What follows belongs to an exercise in optimizing a design on an open flow for small area, a short achievable clock period and few clock cycles; a production flow would make more cautious choices.
Only simulation tests tie the RTL to the original design; equivalence was not proved.
Power figures rest on the tool's default switching activity, not on a simulated workload.

## run A
// matmul_top
module matmul_top
#(
    parameter  int BLOCK   = 4,
    parameter  int INNER   = 4,
    parameter  int A_ROWS  = 8,      
    parameter  int B_COLS  = 8,      
    localparam int A_DEPTH = (A_ROWS / BLOCK) * INNER,
    localparam int B_DEPTH = (B_COLS / BLOCK) * INNER,
    localparam int A_AW    = (A_DEPTH > 1) ? $clog2(A_DEPTH) : 1,
    localparam int B_AW    = (B_DEPTH > 1) ? $clog2(B_DEPTH) : 1,
    localparam int R_AW    = (A_ROWS * B_COLS > 1) ? $clog2(A_ROWS * B_COLS) : 1
) (
    input  logic              clk,
    input  logic              rst_n,
    input  logic              a_we,
    input  logic [A_AW-1:0]   a_addr,      
    input  logic [BLOCK-1:0][ELEM_W-1:0]  a_data,
    input  logic              b_we,
    input  logic [B_AW-1:0]   b_addr,      
    input  logic [BLOCK-1:0][ELEM_W-1:0]  b_data,
    input  logic              start,
    output logic              busy,
    output logic              done,
    input  logic [R_AW-1:0]   res_addr,
    output logic signed [ELEM_W-1:0]             res_data
);
For scale: ~5800 cells after synthesis, about 2200 flip-flops, about 0.10 mm² of cells after synthesis.
export LEC_CHECK = 0
export CAP_MARGIN = 20
export CORE_MARGIN = 2
export CORE_UTILIZATION = 55
export CTS_CLUSTER_SIZE = 30
export SETUP_SLACK_MARGIN = 3.2
export SLEW_MARGIN = 20
export SYNTH_HIERARCHICAL = 1
create_clock -name core_clock -period 10.0 [get_ports {clk}]
run.sh (not shown) runs the stock make flow with config.mk's settings and CLKGATE_MAP_FILE= SYNTH_SCRIPT=/design/flow/synth_recipe.tcl, a recipe that flattens the netlist after the stock synthesis.
Testbench counts of run A, summed over its fixed seeds: cycles 4,296.
Inputs modified between run A and run B:
# run A
export LEC_CHECK = 0
export CAP_MARGIN = 20
export CORE_MARGIN = 2
export CORE_UTILIZATION = 55
export CTS_CLUSTER_SIZE = 30
export SETUP_SLACK_MARGIN = 3.2
export SLEW_MARGIN = 20
export SYNTH_HIERARCHICAL = 1
create_clock -name core_clock -period 10.0 [get_ports {clk}]
# run B
export LEC_CHECK = 0
export CAP_MARGIN = 20
export CORE_MARGIN = 2
export CORE_UTILIZATION = 60
export CTS_CLUSTER_SIZE = 30
export SETUP_SLACK_MARGIN = 3.6
export SLEW_MARGIN = 20
export SYNTH_HIERARCHICAL = 1
create_clock -name core_clock -period 10.0 [get_ports {clk}]
==> comparison <==
Clock-buffer cell count is lower on run A
Looking at number of buffers created by CTS across run A and run B, the one that comes out lower is run B.
Run B: minimum clock period 0.024 ns above run A
Re final cycle utilization of the critical path: run A and run B aren't equal, and the higher value belongs to run B.
As far as count of max-cap constraint violations goes, run A and run B are indistinguishable; the numbers are identical.
The run showing the greater ratio of total power to cell area is run A.
Compared with run A, standard-cell row count in run B decreased by a few percent.
The final standard cell area without fillers reported for run B is greater than that of run A by 1.6%.
Relative to run B, the following input files were edited for run C:
# run B
export LEC_CHECK = 0
export CAP_MARGIN = 20
export CORE_MARGIN = 2
export CORE_UTILIZATION = 60
export CTS_CLUSTER_SIZE = 30
export SETUP_SLACK_MARGIN = 3.6
export SLEW_MARGIN = 20
export SYNTH_HIERARCHICAL = 1
create_clock -name core_clock -period 10.0 [get_ports {clk}]
# run C
export LEC_CHECK = 0
export CAP_MARGIN = 20
export CORE_MARGIN = 2
export CORE_UTILIZATION = 65
export CTS_CLUSTER_SIZE = 30
export SETUP_SLACK_MARGIN = 3.45
export SLEW_MARGIN = 20
export SYNTH_HIERARCHICAL = 1
create_clock -name core_clock -period 10.0 [get_ports {clk}]
Findings:
- In run C relative to run B, final HPWL from detailed placement had gone down slightly.
- Where final setup slack of the worst path is concerned, run B is outperformed by run C.
- Run comparison: run B launch point of the critical path u_res.u_dot.q_s913; run C launch point of the critical path u_res.u_dot.q_s896
- Arrival time of data at the critical path endpoint, run C and run B, higher one = run B.
- Compared with run B, final cell count in run C decreased by a few percent.
- Run C vs run B: part of the power in the clock network up in run C
- Cell depth of the worst setup path up 1 in run C wrt run B
- Compared to run B, the router laid down less metal wire for run C.
diff inputs: run C => run D
# run C
export LEC_CHECK = 0
export CAP_MARGIN = 20
export CORE_MARGIN = 2
export CORE_UTILIZATION = 65
export CTS_CLUSTER_SIZE = 30
export SETUP_SLACK_MARGIN = 3.45
export SLEW_MARGIN = 20
export SYNTH_HIERARCHICAL = 1
create_clock -name core_clock -period 10.0 [get_ports {clk}]
# run D
export LEC_CHECK = 0
export CAP_MARGIN = 20
export CORE_MARGIN = 2
export CORE_UTILIZATION = 65
export CTS_CLUSTER_SIZE = 30
export SETUP_SLACK_MARGIN = 3.75
export SLEW_MARGIN = 20
export SYNTH_HIERARCHICAL = 1
create_clock -name core_clock -period 10.0 [get_ports {clk}]
==> summary.txt <==
- res_data[4] as the timing endpoint of the critical path was reported by run D, and res_data[1] by run C.
- Per the comparison of run D with run C, relative slew slack went up 3.1 points; delay contributed by the slowest stage of the critical path now sits lower; least setup slack across all paths after layout has increased.
- The final reports for run D and run C show power share of the sequential group lower in the former.
- Run D has completed all stages; timing, DRC and antenna checks passed.
- Critical path depth delta (run D -> run C): insignificant

## v6
matmul_top, a different RTL version from the one above (not shown whole).
For scale: roughly 6,000 cells after synthesis, roughly 2,200 flip-flops.
// matmul_top
module matmul_top
#(
    parameter  int BLOCK   = 4,
    parameter  int INNER   = 4,
    parameter  int A_ROWS  = 8,      
    parameter  int B_COLS  = 8,      
    localparam int A_DEPTH = (A_ROWS / BLOCK) * INNER,
    localparam int B_DEPTH = (B_COLS / BLOCK) * INNER,
    localparam int A_AW    = (A_DEPTH > 1) ? $clog2(A_DEPTH) : 1,
    localparam int B_AW    = (B_DEPTH > 1) ? $clog2(B_DEPTH) : 1,
    localparam int R_AW    = (A_ROWS * B_COLS > 1) ? $clog2(A_ROWS * B_COLS) : 1
) (
    input  logic              clk,
    input  logic              rst_n,
    input  logic              a_we,
    input  logic [A_AW-1:0]   a_addr,      
    input  logic [BLOCK-1:0][ELEM_W-1:0]  a_data,
    input  logic              b_we,
    input  logic [B_AW-1:0]   b_addr,      
    input  logic [BLOCK-1:0][ELEM_W-1:0]  b_data,
    input  logic              start,
    output logic              busy,
    output logic              done,
    input  logic [R_AW-1:0]   res_addr,
    output logic signed [ELEM_W-1:0]             res_data
);
==> flow/config.mk <==
export PLATFORM = sky130hd
export DESIGN_NAME = matmul_top
export DESIGN_NICKNAME = matmul_top
export VERILOG_FILES = /design/flow/design.v
export SDC_FILE = /design/flow/constraint.sdc
export NUM_CORES = 4
export LEC_CHECK = 0
export CAP_MARGIN = 20
export CORE_MARGIN = 2
export CORE_UTILIZATION = 55
export CTS_CLUSTER_SIZE = 30
export SETUP_SLACK_MARGIN = 3.6
export SLEW_MARGIN = 20
==> flow/constraint.sdc <==
create_clock -name core_clock -period 10.0 [get_ports {clk}]
set_input_delay 2.0000 -clock core_clock [delete_from_list [all_inputs] [get_ports {clk}]]
set_output_delay 2.0000 -clock core_clock [all_outputs]
set_load 0.01 [all_outputs]
Testbench counts of v6, summed over its fixed seeds: cycles 4,296.
Here is what was changed in the inputs of v7 compared with v6.
- an added SYNTH_HIERARCHICAL of 1
Results
v7 was carried through to the last stage, and its layout satisfied the timing, DRC and antenna checks. v7 vs v6: first-iteration DRC count down slightly. Final hold slack across v6 and v7: no real change. v7 vs v6 on share of power burned in combinational logic: v7 is the lower one. From v6 to v7 the numbers moved as follows: global-route wire length before repair held; post-layout worst setup margin went down 0.039 ns; global-route usage went down 0.24 points; die area went up 3300 um2; post-synthesis share of cell area spent on xor and xnor gates held. In the tables for v6 and v7, final routed wirelength across all metal layers reads higher with v7. Going from v6 to v7, sum of internal, switching and leakage power shrinks by about 1%. On core area, v6 beats v7.

matmul_top, a different RTL version from the one above (not shown whole).
Size: roughly 7400 cells after synthesis, roughly 2200 flip-flops, roughly 110000 sq um of cells after synthesis.
Settings: LEC_CHECK=0, CAP_MARGIN=20, CORE_MARGIN=2, CORE_UTILIZATION=60, CTS_CLUSTER_SIZE=30, SETUP_SLACK_MARGIN=3.1, SLEW_MARGIN=20; clock period 10.0 ns.
Testbench counts at the start, summed over its fixed seeds: cycles 4,296.
Next try:
--- a/flow/config.mk
+++ b/flow/config.mk
@@ -7,7 +7,7 @@
 export LEC_CHECK = 0
+export ABC_CLOCK_PERIOD_IN_PS = 5000
 export CAP_MARGIN = 20
 export CORE_MARGIN = 2
-export CORE_UTILIZATION = 60
-export CTS_CLUSTER_SIZE = 30
-export SETUP_SLACK_MARGIN = 3.1
+export CORE_UTILIZATION = 40
+export SETUP_SLACK_MARGIN = 4.5
 export SLEW_MARGIN = 20
=>
- The changed run finished with timing, DRC and antenna clean
- non-clock buffer count came out higher by 374
- utilization came out lower by 20 points
- clock skew came out higher by 0.0086 ns
- via count came out higher by 2.9%
- area after synthesis is unchanged
- hold slack degrades by 0.020 ns
- clock power came out higher by about 2%
- power came out higher by 6.2%
Next try:
--- a/flow/config.mk
+++ b/flow/config.mk
@@ -7,6 +7,6 @@
 export LEC_CHECK = 0
-export ABC_CLOCK_PERIOD_IN_PS = 5000
 export CAP_MARGIN = 20
 export CORE_MARGIN = 2
-export CORE_UTILIZATION = 40
+export CORE_UTILIZATION = 55
+export CTS_CLUSTER_SIZE = 30
 export SETUP_SLACK_MARGIN = 4.5
Power shrinks by 1.1%. Via count is higher by 1.7%. Hold slack is better by 0.022 ns. Cell area drops by 0.73%. Sequential cell count is unchanged. Clock skew is lower by 0.015 ns. Critical path depth stays the same. Worst setup slack improved by 0.084 ns.

matmul_top with an RTL version that a note above also has.
Size in the first run: about 160 I/O pins, ~100,000 µm² of cells after synthesis.
clock: 10.0 ns
lec_check: 0
cap_margin: 20
core_margin: 2
core_utilization: 65
cts_cluster_size: 30
setup_slack_margin: 3.2
slew_margin: 20
synth_hierarchical: 1
The first run finished clean.
Testbench counts at the start, summed over its fixed seeds: cycles 4,296.
Change:
- CORE_UTILIZATION: 65 -> 70
- SETUP_SLACK_MARGIN: 3.2 -> 3.45
Sequential cell count is unchanged.
Synthesized area stays the same.
Via count increases by a little under a tenth.
Final cell count barely changes.
Power rose by a few percent.
Die area drops by a little under a tenth.
Non-clock buffer count went up by 132.
Global-route usage rises by 6.6 points.

Setup of v18:
Another version of the RTL of matmul_top (not shown whole).
Size in the first run: ~2200 flip-flops, ~160 I/O pins, ~100000 µm² of cells after synthesis.
clock: 10.0 ns
lec_check: 0
cap_margin: 20
core_margin: 2
core_utilization: 65
cts_cluster_size: 30
setup_slack_margin: 3.0
slew_margin: 20
synth_hierarchical: 1
Testbench counts of v18, summed over its fixed seeds: cycles 4,296.
--- input diff v18..v51 ---
-- flow/config.mk --
<<< v18, line 9
export CORE_MARGIN = 2
export CORE_UTILIZATION = 65
export CTS_CLUSTER_SIZE = 30
export SETUP_SLACK_MARGIN = 3.0
export SLEW_MARGIN = 20
>>> v51, line 9
export CORE_MARGIN = 2
export CORE_UTILIZATION = 55
export CTS_CLUSTER_SIZE = 30
export SETUP_SLACK_MARGIN = 3.2
export SLEW_MARGIN = 20
[summary]
Timing, DRC, antenna: 0 failures across v51 and v18. In the tables for v51 and v18, power attributed to the clock group reads higher with v18. [v51] antenna cell count fell 6 relative to v18. v51 vs. v18: setup slack moved up, final area moved up, met1 wire length moved up, clock buffer and inverter area fraction after layout level. Between v51 and v18, the difference in sum of overflow across all layers after global routing is negligible. Flip-flop and latch area essentially unchanged between v51 and v18.
diff inputs: v51 => v26
-- flow/config.mk --
<<< v51, line 11
export CTS_CLUSTER_SIZE = 30
export SETUP_SLACK_MARGIN = 3.2
export SLEW_MARGIN = 20
>>> v26, line 11
export CTS_CLUSTER_SIZE = 30
export SETUP_SLACK_MARGIN = 4.2
export SLEW_MARGIN = 20
--- outcome ---
The routing layer with the top usage in global route comes out met1 in one run and met2 in the other, namely in v51 and v26 respectively.
The area taken by flip-flops and latches of v51 and that of v26 are within noise of each other.
Cell area after layout, v26 vs v51: up by a few percent
Total power density per cell area (higher): v51
Compared with v51, v26 is the more power-hungry design.
Combinational share of power, v26 and v51: lower on v51
Edits applied to the flow inputs when going from v26 to v28:
-- flow/config.mk --
<<< v26, line 9
export CORE_MARGIN = 2
export CORE_UTILIZATION = 55
export CTS_CLUSTER_SIZE = 30
export SETUP_SLACK_MARGIN = 4.2
export SLEW_MARGIN = 20
>>> v28, line 9
export CORE_MARGIN = 2
export CORE_UTILIZATION = 65
export CTS_CLUSTER_SIZE = 30
export SETUP_SLACK_MARGIN = 3.6
export SLEW_MARGIN = 20
==> summary.txt <==
- v28 ran to completion and came out clean on the timing, DRC and antenna checks.
- From v26 to v28 the numbers moved as follows: share of the core filled with cells in the final layout rose 8.9 points; path length in cells of the critical path decreased 2.
- Diff v26 -> v28 | power | down by a few percent
- The worst IR drop on VDD of v28 was superior to that of v26.
- Cmp v28 vs v26: first-pass GRT wire length lower in v28
- The count of routing violations after the opening detailed-route iteration of v28 is lower than that of v26.
- Comparing v28 and v26, global-route track usage on met1 is lower on v26.
- End point of the critical path: res_data[14] -> v26, res_data[10] -> v28
- Cmp v28 and v26 / post-route clock period utilization / lower: v28
> inputs changed (v28 -> v39)
-- flow/config.mk --
<<< v28, line 9
export CORE_MARGIN = 2
export CORE_UTILIZATION = 65
export CTS_CLUSTER_SIZE = 30
>>> v39, line 9
export CORE_MARGIN = 2
export CORE_UTILIZATION = 55
export CTS_CLUSTER_SIZE = 30
### Flow results
v39 has number of antenna violations at the first check in global routing above what v28 had.
Looking at v28 and v39, the share of total power consumed by net switching is a wash.
Cmp v39 vs v28: share of the core filled with cells lower in v39
v39 vs v28 — count of plain and timing-repair buffers dropped by a few percent

## afterwards: timing with drivers on the ports
The flow's constraints put no driver on any port. The routed layouts listed below were extracted and timed again, unchanged, in two steps.
Step 1: set_driving_cell puts a clkbuf_16 on clk and a buf_2 on each other input, an assumption about the parent block.
Step 2 adds t to the input delays and takes it off the output delays; t is the mean of the earliest and latest rising clock arrival at the registers after step 1. Input paths then give back, and output paths get back, about the clock's delay inside the block.
Three values: no drivers, after step 1, after step 2; two values: the first two.
run	t, ns	setup slack, ns	worst setup path after step 2
run A	0.913	3.211 / 3.125 / 2.285	input to register
run B	0.938	3.187 / 3.104 / 2.387	input to register
run C	0.904	3.236 / 3.148 / 2.395	input to register
run D	0.902	3.245 / 3.157 / 2.434	input to register
v6	0.924	3.210 / 3.027 / 2.103	input to register
v7	0.922	3.171 / 3.087 / 2.225	input to register
the first run of note 3	0.959	3.077 / 2.836 / 1.877	input to register
the second run of note 3	0.947	3.196 / 3.103 / 2.163	input to register
the third run of note 3	0.927	3.281 / 3.053 / 2.126	input to register
the first run of note 4	0.918	3.205 / 3.121 / 2.249	input to register
the second run of note 4	0.926	3.048 / 2.954 / 2.312	input to register
v18	0.901	3.028 / 2.949 / 2.116	input to register
v51	0.926	3.216 / 3.132 / 2.221	input to register
v26	0.941	3.122 / 3.029 / 2.374	input to register
v28	0.911	3.190 / 3.102 / 2.419	input to register
v39	0.931	3.126 / 3.038 / 2.435	input to register
After both steps every run listed still meets setup and hold. The setup slack of the first run of note 3, which loses most, moves by -0.241 ns with the drivers and by -1.200 ns with both steps.
